This design comes from an exercise in tuning for small area and a short achievable clock period on the open sky130 flow, not from production work. Power and IR drop assume default switching activity.

exp/onyx:
==> flow/design.v (excerpt) <==
module ternary_matmul_top (
    input  logic       clk,
    input  logic       reset,
    input  logic [7:0] weights_in,
    input  logic [7:0] activations_in,
    input  logic       compute,
    output logic [7:0] result_out
);
Size: ~2600 cells after synthesis, about 550 flip-flops, about 21000 um^2 of cells after synthesis.
==> flow/config.mk <==
export PLATFORM = sky130hd
export DESIGN_NAME = ternary_matmul_top
export DESIGN_NICKNAME = ternary_matmul_top
export VERILOG_FILES = /design/flow/design.v
export SDC_FILE = /design/flow/constraint.sdc
export NUM_CORES = 4
export LEC_CHECK = 0
export CAP_MARGIN = 20
export CORE_MARGIN = 2
export CORE_UTILIZATION = 40
export CTS_BUF_LIST = sky130_fd_sc_hd__clkbuf_8
export SLEW_MARGIN = 20
==> flow/constraint.sdc <==
create_clock -name core_clock -period 14.0 [get_ports {clk}]
set_input_delay 2.8000 -clock core_clock [delete_from_list [all_inputs] [get_ports {clk}]]
set_output_delay 2.8000 -clock core_clock [all_outputs]
set_load 0.01 [all_outputs]
standard.sh (not shown) runs the stock make flow with config.mk's settings and CLKGATE_MAP_FILE= SYNTH_SCRIPT=/design/flow/synth_recipe.tcl, a recipe that flattens the netlist after the stock synthesis.
==> flow/flow/run.sh <==
#!/bin/bash
# Own layout flow: the standard steps, except that synthesis maps
# with an area-oriented ABC script (flow/abc_area.script, see
# flow/synth.tcl) and leaves out Yosys's full-adder extraction, and
# timing repair aims for more setup margin.
set -euo pipefail
export MY_ABC_SCRIPT=$PWD/flow/abc_area.script
bash standard.sh ADDER_MAP_FILE= SYNTH_SCRIPT=$PWD/flow/synth.tcl synth > synth.log 2>&1
bash standard.sh SETUP_SLACK_MARGIN=10 finish > layout.log 2>&1
==> flow/flow/abc_area.script <==
strash
dch
map -a
topo
==> flow/flow/synth.tcl <==
# The standard flow's synthesis script with ABC's mapping script replaced by the one
# named in MY_ABC_SCRIPT; everything else, registers included, is as in
# the standard synthesis.
proc synth {args} { yosys synth -nofsm -noshare {*}$args }
proc my_abc_args {name1 name2 op} {
  set i [lsearch -exact $::abc_args -script]
  if {$i >= 0 && [lindex $::abc_args [expr {$i + 1}]] ne $::env(MY_ABC_SCRIPT)} {
    set ::abc_args [lreplace $::abc_args [expr {$i + 1}] [expr {$i + 1}] $::env(MY_ABC_SCRIPT)]
  }
}
trace add variable ::abc_args write my_abc_args
source $::env(SCRIPTS_DIR)/synth.tcl
# left out here: clear keep_hierarchy, flatten, clean up, hide names made inside functions, write 1_2_yosys.v
The final layout from exp/onyx, which completed every stage, passed the timing, DRC and antenna checks at the end of the flow.
The inputs of exp/xenon differ from those of exp/onyx as listed below.
==> flow/flow/abc_area.script <==
strash
dch
map -D 2500
topo
stime
--- a/flow/config.mk
+++ b/flow/config.mk
@@ -10,3 +10,2 @@
 export CORE_UTILIZATION = 40
-export CTS_BUF_LIST = sky130_fd_sc_hd__clkbuf_8
 export SLEW_MARGIN = 20
==> comparison <==
Against exp/onyx, exp/xenon comes in 790 ps higher on worst-case setup margin in the final layout. The final reports for exp/xenon and exp/onyx show clock-net power higher in the former. exp/xenon: flow completed, timing, DRC and antenna clean. Per the final summary, exp/onyx finished and its layout is clean on timing, DRC and antenna. Going from exp/onyx to exp/xenon, the synthesized cell count was found to have gone down by 30.
--- input diff exp/xenon..exp/harbor ---
==> flow/run.sh (new file) <==
#!/bin/bash
# synth_recipe.tcl (not shown) runs the flow's synth.tcl, then flattens the netlist and writes it again
# the make line also repeats each setting of config.mk as NAME=value (left out here)
make -C /OpenROAD-flow-scripts/flow DESIGN_CONFIG=/design/flow/config.mk WORK_HOME=/design/flow/orfs CLKGATE_MAP_FILE= SYNTH_SCRIPT=/design/flow/synth_recipe.tcl finish
--- a/flow/config.mk
+++ b/flow/config.mk
@@ -7,2 +7,3 @@
 export LEC_CHECK = 0
+export ABC_AREA = 1
 export CAP_MARGIN = 20
removed: flow/flow/run.sh
removed: flow/flow/abc_area.script
removed: flow/flow/synth.tcl
removed: flow/standard.sh
### Flow results
exp/harbor closes out successfully: all stages finished, all timing, DRC and antenna checks passed.
Of the two values seen for critical path start-end classification, reg -> out was produced by exp/xenon and reg -> reg by exp/harbor.
Sum of met2 wire segment lengths after detailed routing: exp/harbor lower than exp/xenon
Changes observed in exp/harbor relative to exp/xenon: sequential share of layout area has increased; final area fell by 1300 um^2.
Compared to exp/xenon, exp/harbor has overall power of the completed layout 3.5% lower.
Across both runs, count of unique library cells instantiated by Yosys was higher for exp/harbor than for exp/xenon.
The run with more setup slack is exp/xenon; exp/harbor has less.
[compare] base=exp/xenon new=exp/harbor: share of synthesized registers carrying an async set or reset ~0 delta; area enclosed by the die boundary went up 1.3%.
The higher utilization after layout of exp/harbor and exp/xenon is in exp/xenon.
Comparing exp/harbor with exp/xenon, the flip-flop and latch area came out essentially unchanged.
> inputs changed (exp/harbor -> exp/garnet)
==> flow/flow/run.sh (new file) <==
#!/bin/bash
# Own layout flow: the standard steps, except that synthesis maps
# with an area-oriented ABC script (flow/abc_area.script, see
# flow/synth.tcl) and leaves out Yosys's full-adder extraction, and
# timing repair aims for more setup margin.
set -euo pipefail
export MY_ABC_SCRIPT=$PWD/flow/abc_area.script
bash standard.sh ADDER_MAP_FILE= SYNTH_SCRIPT=$PWD/flow/synth.tcl synth > synth.log 2>&1
bash standard.sh SETUP_SLACK_MARGIN=10 finish > layout.log 2>&1
==> flow/flow/abc_area.script (new file) <==
strash
dch
map -D 2000
topo
stime
==> flow/flow/synth.tcl (new file) <==
# The standard flow's synthesis script with ABC's mapping script replaced by the one
# named in MY_ABC_SCRIPT; everything else, registers included, is as in
# the standard synthesis.
proc synth {args} { yosys synth -nofsm -noshare {*}$args }
proc my_abc_args {name1 name2 op} {
  set i [lsearch -exact $::abc_args -script]
  if {$i >= 0 && [lindex $::abc_args [expr {$i + 1}]] ne $::env(MY_ABC_SCRIPT)} {
    set ::abc_args [lreplace $::abc_args [expr {$i + 1}] [expr {$i + 1}] $::env(MY_ABC_SCRIPT)]
  }
}
trace add variable ::abc_args write my_abc_args
source $::env(SCRIPTS_DIR)/synth.tcl
# left out here: clear keep_hierarchy, flatten, clean up, hide names made inside functions, write 1_2_yosys.v
==> flow/standard.sh (new file) <==
#!/bin/bash
# synth_recipe.tcl (not shown) runs the flow's synth.tcl, then flattens the netlist and writes it again
# the make line also repeats each setting of config.mk as NAME=value (left out here)
make -C /OpenROAD-flow-scripts/flow DESIGN_CONFIG=/design/flow/config.mk WORK_HOME=/design/flow/orfs CLKGATE_MAP_FILE= SYNTH_SCRIPT=/design/flow/synth_recipe.tcl "${@:-finish}"
--- a/flow/config.mk
+++ b/flow/config.mk
@@ -7,3 +7,2 @@
 export LEC_CHECK = 0
-export ABC_AREA = 1
 export CAP_MARGIN = 20
@@ -11,2 +10,4 @@
 export CORE_UTILIZATION = 40
+export CTS_CLUSTER_DIAMETER = 100
+export CTS_CLUSTER_SIZE = 30
 export SLEW_MARGIN = 20
removed: flow/run.sh
[summary]
Going from exp/harbor to exp/garnet, maximum achievable frequency went up, post-layout instance area went down, power in combinational cells went up, fraction of power consumed by combinational cells went up.
Relative area change from synthesis to final layout: exp/garnet < exp/harbor
Across both runs, count of non-filler cells in the finished layout was higher for exp/garnet than for exp/harbor.
The number of setup violations in the final report on exp/garnet is in line with that on exp/harbor.
The global-route usage over all layers reported for exp/garnet is greater than that of exp/harbor by 1.3 points.
Fraction of power consumed by the clock network ended up 12 points lower on exp/garnet than on exp/harbor.
No functional check of the RTL was part of any run of this note.

-- re-timing with driven ports --
In the flow no input, the clock included, has a driving cell. The finished layouts below were timed again as built, in two steps. Step 1 assumes that a clkbuf_16 drives the clock port and a buf_2 every other input. Step 2 adds t to the input delays and takes it off the output delays; t is the mean of the earliest and latest rising clock arrival at the registers after step 1. Input paths then give back, and output paths get back, about the clock's delay inside the block. a / b / c = no drivers / after step 1 / after step 2; a / b = the first two.
| run | t, ns | slack for setup (ns) | hold slack, ns | worst register clock-pin slew, ns | cell pins on the clock port's net |
|---|---|---|---|---|---|
| exp/onyx | 0.708 | 9.243 / 9.243 / 9.243 | 0.314 / 0.314 / 0.314 | 0.07 / 0.07 | 1 |
| exp/xenon | 0.653 | 10.036 / 9.978 / 9.499 | 0.320 / 0.320 / 0.320 | 0.07 / 0.07 | 1 |
| exp/harbor | 0.647 | 8.159 / 8.159 / 8.086 | 0.314 / 0.314 / 0.314 | 0.06 / 0.06 | 1 |
| exp/garnet | 0.620 | 10.059 / 10.002 / 9.525 | 0.315 / 0.315 / 0.315 | 0.12 / 0.12 | 1 |
After both steps every run listed still meets setup and hold. For exp/xenon, which loses most, drivers alone change the setup slack by -0.058 ns; drivers and shift together by -0.537 ns.
